Source: an optimization exercise on an open RTL-to-GDS flow (aim: small area, a short achievable clock period and few clock cycles per item). Production flows keep margins and buffers that such runs may drop. Function was checked by simulation only, so behaviour that the tests miss may differ from the original. Power figures rest on the tool's default switching activity, not on a simulated workload.

$ cat flow/run.sh
#!/bin/bash
# synth_recipe.tcl (not shown) runs the flow's synth.tcl, then flattens the netlist and writes it again
# the make line also repeats each setting of config.mk as NAME=value (left out here)
make -C /OpenROAD-flow-scripts/flow DESIGN_CONFIG=/design/flow/config.mk WORK_HOME=/design/flow/orfs CLKGATE_MAP_FILE= SYNTH_SCRIPT=/design/flow/synth_recipe.tcl finish
$ cat flow/config.mk
export PLATFORM = sky130hd
export DESIGN_NAME = owned_byte_fifo_with_flush_mark
export DESIGN_NICKNAME = owned_byte_fifo_with_flush_mark
export VERILOG_FILES = /design/flow/design.v
export SDC_FILE = /design/flow/constraint.sdc
export NUM_CORES = 4
export LEC_CHECK = 0
export CAP_MARGIN = 20
export CORE_MARGIN = 2
export CORE_UTILIZATION = 40
export SLEW_MARGIN = 20
$ cat flow/constraint.sdc
create_clock -name core_clock -period 8.0 [get_ports {clk}]
set_input_delay 1.6000 -clock core_clock [delete_from_list [all_inputs] [get_ports {clk}]]
set_output_delay 1.6000 -clock core_clock [all_outputs]
set_load 0.01 [all_outputs]
$ cat flow/design.v
`default_nettype none
package obfifo_pkg;
  localparam int DATA_W = 8;
  localparam int FUNC_W = 3;
  localparam int STAT_W = 32;
  typedef enum logic [FUNC_W-1:0] {
    FN_PUSH      = 3'd0,
    FN_POP       = 3'd1,
    FN_QUERY     = 3'd2,
    FN_ADOPT     = 3'd3,
    FN_CLOSE     = 3'd4,
    FN_TAKE_LOST = 3'd5
  } func_t;
  typedef enum logic {
    S_IDLE,
    S_RDATA
  } fsm_t;
endpackage
`default_nettype wire
`default_nettype none
module owned_byte_fifo_with_flush_mark
#(
  parameter int DEPTH   = 256,    
  parameter int ID_BITS = 6       
) (
  input  wire logic                      clk,
  input  wire logic                      rst_n,
  input  wire logic                      in_valid,
  output logic                           in_stall,
  input  wire logic [obfifo_pkg::FUNC_W-1:0] in_func,
  input  wire logic [ID_BITS-1:0]        in_client_id,
  input  wire logic [obfifo_pkg::DATA_W-1:0] in_data_in,
  output logic                           out_valid,
  input  wire logic                      out_stall,
  output logic [obfifo_pkg::DATA_W-1:0]  out_read_data,
  output logic                           out_read_valid,
  output logic [$clog2(DEPTH)-1:0]       out_fill_level,
  output logic                           out_client_lost,
  output logic                           out_close_valid,
  output logic [ID_BITS-1:0]             out_close_id,
  output logic [obfifo_pkg::STAT_W-1:0]  out_handshakes,
  output logic [obfifo_pkg::STAT_W-1:0]  out_bytes_received,
  output logic [obfifo_pkg::STAT_W-1:0]  out_bytes_dropped,
  output logic [obfifo_pkg::STAT_W-1:0]  out_bytes_flushed
);
  localparam int                 PTR_W    = $clog2(DEPTH);
  localparam logic [PTR_W:0]     DEPTH_W  = (PTR_W+1)'(DEPTH);
  localparam logic [PTR_W-1:0]   LAST_IDX = PTR_W'(DEPTH - 1);
  function automatic logic [PTR_W-1:0] ring_next(input logic [PTR_W-1:0] p);
    ring_next = (p == LAST_IDX) ? '0 : p + 1'b1;
  endfunction
  function automatic logic [PTR_W-1:0] ring_dist(input logic [PTR_W-1:0] to_p,
                                                 input logic [PTR_W-1:0] from_p);
    logic [PTR_W:0] d;
    d = {1'b0, to_p} - {1'b0, from_p};
    if (to_p < from_p) begin
      d = d + DEPTH_W;
    end
    ring_dist = d[PTR_W-1:0];
  endfunction
  obfifo_pkg::fsm_t                state_r, state_nxt;
  logic [PTR_W-1:0]    wptr_r, wptr_nxt;
  logic [PTR_W-1:0]    rptr_r, rptr_nxt;
  logic [PTR_W-1:0]    flush_mark_r, flush_mark_nxt;
  logic                flush_pend_r, flush_pend_nxt;
  logic [ID_BITS-1:0]  owner_id_r, owner_id_nxt;
  logic                owner_valid_r, owner_valid_nxt;
  logic                lost_r, lost_nxt;
  logic [obfifo_pkg::STAT_W-1:0]   hs_cnt_r, hs_cnt_nxt;
  logic [obfifo_pkg::STAT_W-1:0]   rcv_cnt_r, rcv_cnt_nxt;
  logic [obfifo_pkg::STAT_W-1:0]   drop_cnt_r, drop_cnt_nxt;
  logic [obfifo_pkg::STAT_W-1:0]   flush_cnt_r, flush_cnt_nxt;
  logic                out_valid_r;
  logic [obfifo_pkg::DATA_W-1:0]   out_read_data_r;
  logic                out_read_valid_r;
  logic                out_client_lost_r;
  logic                out_close_valid_r;
  logic [ID_BITS-1:0]  out_close_id_r;
  logic [obfifo_pkg::DATA_W-1:0]   ring_mem [DEPTH];
  logic [obfifo_pkg::DATA_W-1:0]   mem_q_r;
  logic                mem_we;
  logic                mem_re;
  logic                in_xfer;
  logic                rdata_load;
  logic [PTR_W-1:0]    eff_rptr;
  logic [PTR_W-1:0]    wptr_inc;
  logic                adopt_req;
  logic                owner_match;
  logic                rvalid;
  logic                close_v;
  logic                lost_out;
  assign in_xfer     = in_valid && !in_stall;
  assign eff_rptr    = flush_pend_r ? flush_mark_r : rptr_r;
  assign wptr_inc    = ring_next(wptr_r);
  assign owner_match = owner_valid_r && (owner_id_r == in_client_id);
  always_comb begin
    case (state_r)
      obfifo_pkg::S_IDLE:  state_nxt = in_xfer ? obfifo_pkg::S_RDATA : obfifo_pkg::S_IDLE;
      obfifo_pkg::S_RDATA: state_nxt = obfifo_pkg::S_IDLE;
      default: state_nxt = obfifo_pkg::S_IDLE;
    endcase
  end
  always_comb begin
    case (state_r)
      obfifo_pkg::S_IDLE: begin
        in_stall   = out_valid_r && out_stall;
        rdata_load = 1'b0;
      end
      obfifo_pkg::S_RDATA: begin
        in_stall   = 1'b1;
        rdata_load = 1'b1;
      end
      default: begin
        in_stall   = 1'b1;
        rdata_load = 1'b0;
      end
    endcase
  end
  always_comb begin
    wptr_nxt        = wptr_r;
    rptr_nxt        = rptr_r;
    flush_mark_nxt  = flush_mark_r;
    flush_pend_nxt  = flush_pend_r;
    owner_id_nxt    = owner_id_r;
    owner_valid_nxt = owner_valid_r;
    lost_out        = lost_r;
    hs_cnt_nxt      = hs_cnt_r;
    rcv_cnt_nxt     = rcv_cnt_r;
    drop_cnt_nxt    = drop_cnt_r;
    flush_cnt_nxt   = flush_cnt_r;
    mem_we          = 1'b0;
    mem_re          = 1'b0;
    rvalid          = 1'b0;
    close_v         = 1'b0;
    adopt_req       = 1'b0;
    case (in_func)
      obfifo_pkg::FN_PUSH: begin
        adopt_req = !owner_match;
        if (wptr_inc != rptr_r) begin
          mem_we      = 1'b1;
          wptr_nxt    = wptr_inc;
          rcv_cnt_nxt = rcv_cnt_r + 1'b1;
        end else begin
          drop_cnt_nxt = drop_cnt_r + 1'b1;
        end
      end
      obfifo_pkg::FN_POP, obfifo_pkg::FN_QUERY: begin
        if (flush_pend_r) begin
          flush_pend_nxt = 1'b0;
          flush_cnt_nxt  = flush_cnt_r +
                           {{(obfifo_pkg::STAT_W-PTR_W){1'b0}}, ring_dist(flush_mark_r, rptr_r)};
        end
        rptr_nxt = eff_rptr;
        if ((in_func == obfifo_pkg::FN_POP) && (wptr_r != eff_rptr)) begin
          mem_re   = 1'b1;
          rvalid   = 1'b1;
          rptr_nxt = ring_next(eff_rptr);
        end
      end
      obfifo_pkg::FN_ADOPT: begin
        adopt_req = 1'b1;
      end
      obfifo_pkg::FN_CLOSE: begin
        if (owner_match) begin
          owner_valid_nxt = 1'b0;
          lost_out        = 1'b1;
        end
      end
      default: begin
      end
    endcase
    if (adopt_req) begin
      hs_cnt_nxt      = hs_cnt_r + 1'b1;
      close_v         = owner_valid_r && (owner_id_r != in_client_id);
      owner_id_nxt    = in_client_id;
      owner_valid_nxt = 1'b1;
      flush_mark_nxt  = wptr_r;   
      flush_pend_nxt  = 1'b1;
      lost_out        = 1'b1;
    end
    lost_nxt = (in_func == obfifo_pkg::FN_TAKE_LOST) ? 1'b0 : lost_out;
  end
  always_ff @(posedge clk) begin
    if (!rst_n) begin
      state_r       <= obfifo_pkg::S_IDLE;
      wptr_r        <= '0;
      rptr_r        <= '0;
      flush_mark_r  <= '0;
      flush_pend_r  <= 1'b0;
      owner_id_r    <= '0;
      owner_valid_r <= 1'b0;
      lost_r        <= 1'b0;
      hs_cnt_r      <= '0;
      rcv_cnt_r     <= '0;
      drop_cnt_r    <= '0;
      flush_cnt_r   <= '0;
      out_valid_r   <= 1'b0;
    end else begin
      state_r     <= state_nxt;
      out_valid_r <= rdata_load || (out_valid_r && out_stall);
      if (in_xfer) begin
        wptr_r        <= wptr_nxt;
        rptr_r        <= rptr_nxt;
        flush_mark_r  <= flush_mark_nxt;
        flush_pend_r  <= flush_pend_nxt;
        owner_id_r    <= owner_id_nxt;
        owner_valid_r <= owner_valid_nxt;
        lost_r        <= lost_nxt;
        hs_cnt_r      <= hs_cnt_nxt;
        rcv_cnt_r     <= rcv_cnt_nxt;
        drop_cnt_r    <= drop_cnt_nxt;
        flush_cnt_r   <= flush_cnt_nxt;
      end
    end
  end
  always_ff @(posedge clk) begin
    if (in_xfer) begin
      out_read_valid_r  <= rvalid;
      out_client_lost_r <= lost_out;
      out_close_valid_r <= close_v;
      out_close_id_r    <= close_v ? owner_id_r : '0;
    end
    if (rdata_load) begin
      out_read_data_r <= out_read_valid_r ? mem_q_r : '0;
    end
  end
  always_ff @(posedge clk) begin
    if (in_xfer && mem_we) begin
      ring_mem[wptr_r] <= in_data_in;
    end
    if (in_xfer && mem_re) begin
      mem_q_r <= ring_mem[eff_rptr];
    end
  end
  assign out_valid          = out_valid_r;
  assign out_read_data      = out_read_data_r;
  assign out_read_valid     = out_read_valid_r;
  assign out_fill_level     = ring_dist(wptr_r, rptr_r);
  assign out_client_lost    = out_client_lost_r;
  assign out_close_valid    = out_close_valid_r;
  assign out_close_id       = out_close_id_r;
  assign out_handshakes     = hs_cnt_r;
  assign out_bytes_received = rcv_cnt_r;
  assign out_bytes_dropped  = drop_cnt_r;
  assign out_bytes_flushed  = flush_cnt_r;
endmodule
`default_nettype wire
==> run notes <==
-- cell type report --
cell class | count | area, µm² | area share
Timing Repair Buffer | 291 | 3020 | 0.0291
Clock buffer | 268 | 5770 | 0.0557
Inverter | 41 | 171 | 0.00166
Sequential cell | 2236 | 65500 | 0.633
Antenna cell | 4 | 10.0 | 0.0000967
Clock inverter | 141 | 1320 | 0.0128
Tap cell | 3009 | 3760 | 0.0364
Multi-Input combinational cell | 4226 | 24000 | 0.231
-- path summary, 6_finish.rpt --
check	start	endpoint	slack [ns]	depth (start not counted)
worst max-delay path	rptr_r[2]	out_fill_level[7]	2.16	10
worst max register to register	wptr_r[0]	ring_mem[43][6]	2.27	12
worst min-delay path	drop_cnt_r[31]	drop_cnt_r[31]	0.48	2
worst min register to register	drop_cnt_r[31]	drop_cnt_r[31]	0.48	2
-- cell families (layout without fill, tap and decap cells) --
| group | Yosys count | count (layout) | synth area share |
|---|---|---|---|
| multiplexers | 388 | 388 | 0.0464 |
| AO/OA/AOI/OAI | 853 | 853 | 0.0619 |
| XOR/XNOR | 81 | 81 | 0.00778 |
| other | 0 | 4 | 0 |
| buffers and inverters | 486 | 741 | 0.0225 |
| adder cells (fa/ha/maj) | 33 | 33 | 0.00477 |
| AND/OR/NAND/NOR | 2871 | 2871 | 0.138 |
| flip-flops | 2236 | 2236 | 0.718 |
-- critical path, stage by stage, from the launching register on --
cell	delay (ns)
dfxtp_1	0.80
inv_1	0.45
ha_1	0.43
o21ai_0	0.12
a21boi_0	0.16
o21ai_0	0.18
nand2b_1	0.10
a21o_1	0.19
a21oi_1	0.16
xnor2_1	0.13
clkdlybuf4s50_1	0.64
-- per-stage QoR --
step            util  cells  area [µm²]  worst slack [ns]  hold slack [ns]
2_1_floorplan      -   6948       91200              4.16            0.457
3_3_place_gp   0.424   9800       96300              1.20            0.452
3_5_place_dp   0.424   9802       96400              1.46            0.474
4_1_cts        0.456  10200      103000              2.12            0.482
5_1_grt        0.456  10200      104000              1.89            0.499
6_report       0.456  10200      104000              2.16            0.480
-- sequential cells by signal, indices dropped and copies added, names as in the netlist --
| signal | cells |
|---|---|
| ring_mem | 2048 |
| flush_pend_r | 1 |
| lost_r | 1 |
| flush_mark_r | 8 |
| out_close_valid_r | 1 |
| rptr_r | 8 |
| out_valid_r | 1 |
| hs_cnt_r | 32 |
| state_r | 1 |
| mem_q_r | 8 |
| out_close_id_r | 6 |
| owner_valid_r | 1 |
| drop_cnt_r | 32 |
| rcv_cnt_r | 32 |
| flush_cnt_r | 32 |
| out_read_data_r | 8 |
| owner_id_r | 6 |
| out_read_valid_r | 1 |
| out_client_lost_r | 1 |
| wptr_r | 8 |
-- where the power goes --
part	switching (mW)	total (mW)	internal, mW	leakage (nW)
clock network	4.48	10.3	5.83	3.46
registers	0.00910	12.8	12.8	20.0
logic	0.354	0.422	0.0672	9.32
-- layer usage --
layer | track usage | part of all wire
met5 | 0 | 0.00012
met4 | 0.0929 | 0.039
met3 | 0.0514 | 0.10
met2 | 0.359 | 0.44
met1 | 0.338 | 0.41
-- cell usage after synthesis, types with 56 or more instances --
cell,instances
buf_2,137
or3_1,56
dfxtp_1,163
mux2i_1,355
nand2_1,1499
edfxtp_1,2073
nor2_1,337
nand3_1,602
nand4_1,77
o21ai_0,101
buf_1,82
a31oi_1,106
o221ai_1,84
xnor2_1,63
a21oi_1,278
nor3_1,71
and3_1,63
clkbuf_1,213
==> summary.md <==
| Metric | Value |
|---|---|
| Max Buffers Root-to-Sink | `3` |
| Maximum Capacitance Violations | `0` |
| Skew final | `0.0402 ns` |
| PwrDens | `between 200 and 250 mW/mm²` |
| Ys Warns | `1` |
| I/O Pins | `176` |
| H-Tree Depth | `4` |
| Total grt overflow | `0` |
| CTS tree | `built` |
| Post-Route WL | `284000 µm` |
| Worst-Margin Slew | `between 1 and 1.5 ns` |
| Clock latency on the worst-skew pair | `0.89 ns` |
| CTS-repair resized insts | `0` |
| Crit Path Class | `flip-flop to primary output` |
| First-pass GRT wire length | `406000 µm` |
| Number of synthesized flops with an enable pin | `2073` |
| Synth Area per Inst | `13.1 µm²` |
| Synth Register Bits | `around 2200` |
| DIE HEIGHT | `481 µm` |
| Drt via density | `roughly 5.9` |
| Arrival @ worst endpoint | `4.24 ns` |
| Core area | `0.227 mm²` |
| Total Power | `23.5 mW` |
| Relative slew slack | `0.187` |
| Routed WL per cell | `around 28 µm` |
| Area contributors post-synth | `edfxtp_1 68%, nand2_1 6.2%, mux2i_1 3.9%` |
| Cts bufs inserted | `221` |
| RSZ-0062 raised after global routing | `no` |
| Clock Tree Root | `clkbuf_16` |
| Crit-path max FO | `11` |
| Endpoint type of the worst setup path | `primary output` |
| Post-route antenna net violation count | `0` |
| Mapped cell area | `0.0912 mm²` |
| GP Congestion | `0.883` |
| Post-route DRC | `0` |
| Worst Path Required | `approximately 6.4 ns` |
| Num Clock Sinks | `between 2000 and 2500` |
| Most frequent cells in the layout | `2073 x edfxtp_1, 1498 x nand2_1, 599 x nand3_1` |
| Initial core utilization | `0.402` |
| Ys flop type | `edfxtp_1` |
| Syn nets | `7002` |
| Commonest non-fill, non-tap cell in the layout | `edfxtp_1` |
| Yosys cell types | `75` |
| Leakage | `between 30 and 40 nW` |
| Final Hold Viols | `0` |
| Vias after detailed routing | `60300` |
| Setup Buffers After CTS | `0` |
| Ys async rst share | `0` |
| Startpoint Class | `flip-flop` |
| Setup violations, final | `0` |
| Cts hold-fix bufs | `0` |
| Vias in the first global route | `56900` |
| Share of the synthesized area in the top cell type | `0.683` |
| Starting DRT DRC Count | `7772` |
| Slew Viols, Final | `0` |
| Initial antenna violation count | `9` |
| # rows | `175` |
| Nets | `about 7100` |
| FILL cells | `20000` |
| Buffers on Ports | `175` |
| Layout area overhead | `13.5%` |
| Status | `timing/DRC/antenna clean` |
| Dominant cell type by area after synthesis | `edfxtp_1` |
| Total GRT Usage | `0.239` |
| Sequential share of the synthesized area | `0.718` |
| Clk pin slew, worst setup/hold paths | `0.06 ns` |
| Max Fclk | `171 MHz` |
| Die X-Extent | `481 µm` |
| Cells after synthesis | `a little under 7000` |
| Layout cells sized above 1 | `0.0723` |
| Die ar. | `between 0.2 and 0.25 mm²` |
| Post-Route Setup TNS | `0 ns` |
| HP Class | `flip-flop to flip-flop` |
| Min Tclk post-route | `between 5 and 6 ns` |
| Period utilisation layout | `0.730` |
| Largest net degree at the start of global routing | `166` |
| DR pass1 iterations | `8` |
| HPWL after DPL | `167000 µm` |
| Max IR drop VDD | `0.000254 V` |
Testbench counts, summed over its fixed seeds: cycles 32,008, items 16,000.

[re-timing with driven ports]
The flow's constraints put no driver on any port. The routed layout listed below was extracted and timed again, unchanged, in two steps. Step 1: set_driving_cell puts a clkbuf_16 on clk and a buf_2 on each other input, an assumption about the parent block. Step 2 moves the port delays by t, midway between the first and last clock arrival at a register: inputs arrive t later, outputs are due t later. That takes back most of the time a late clock gives input paths. a / b / c = ideal / step 1 / step 2; a / b = the first two.
t, ns: 0.968
slack for setup (ns): 2.156 / 2.059 / 1.397
latest minus earliest clock arrival (ns): 0.042 / 0.043
pins driven straight from the clock port: 1
After both steps this run still meets setup and hold. For this run, drivers alone change the setup slack by -0.097 ns; drivers and shift together by -0.759 ns.
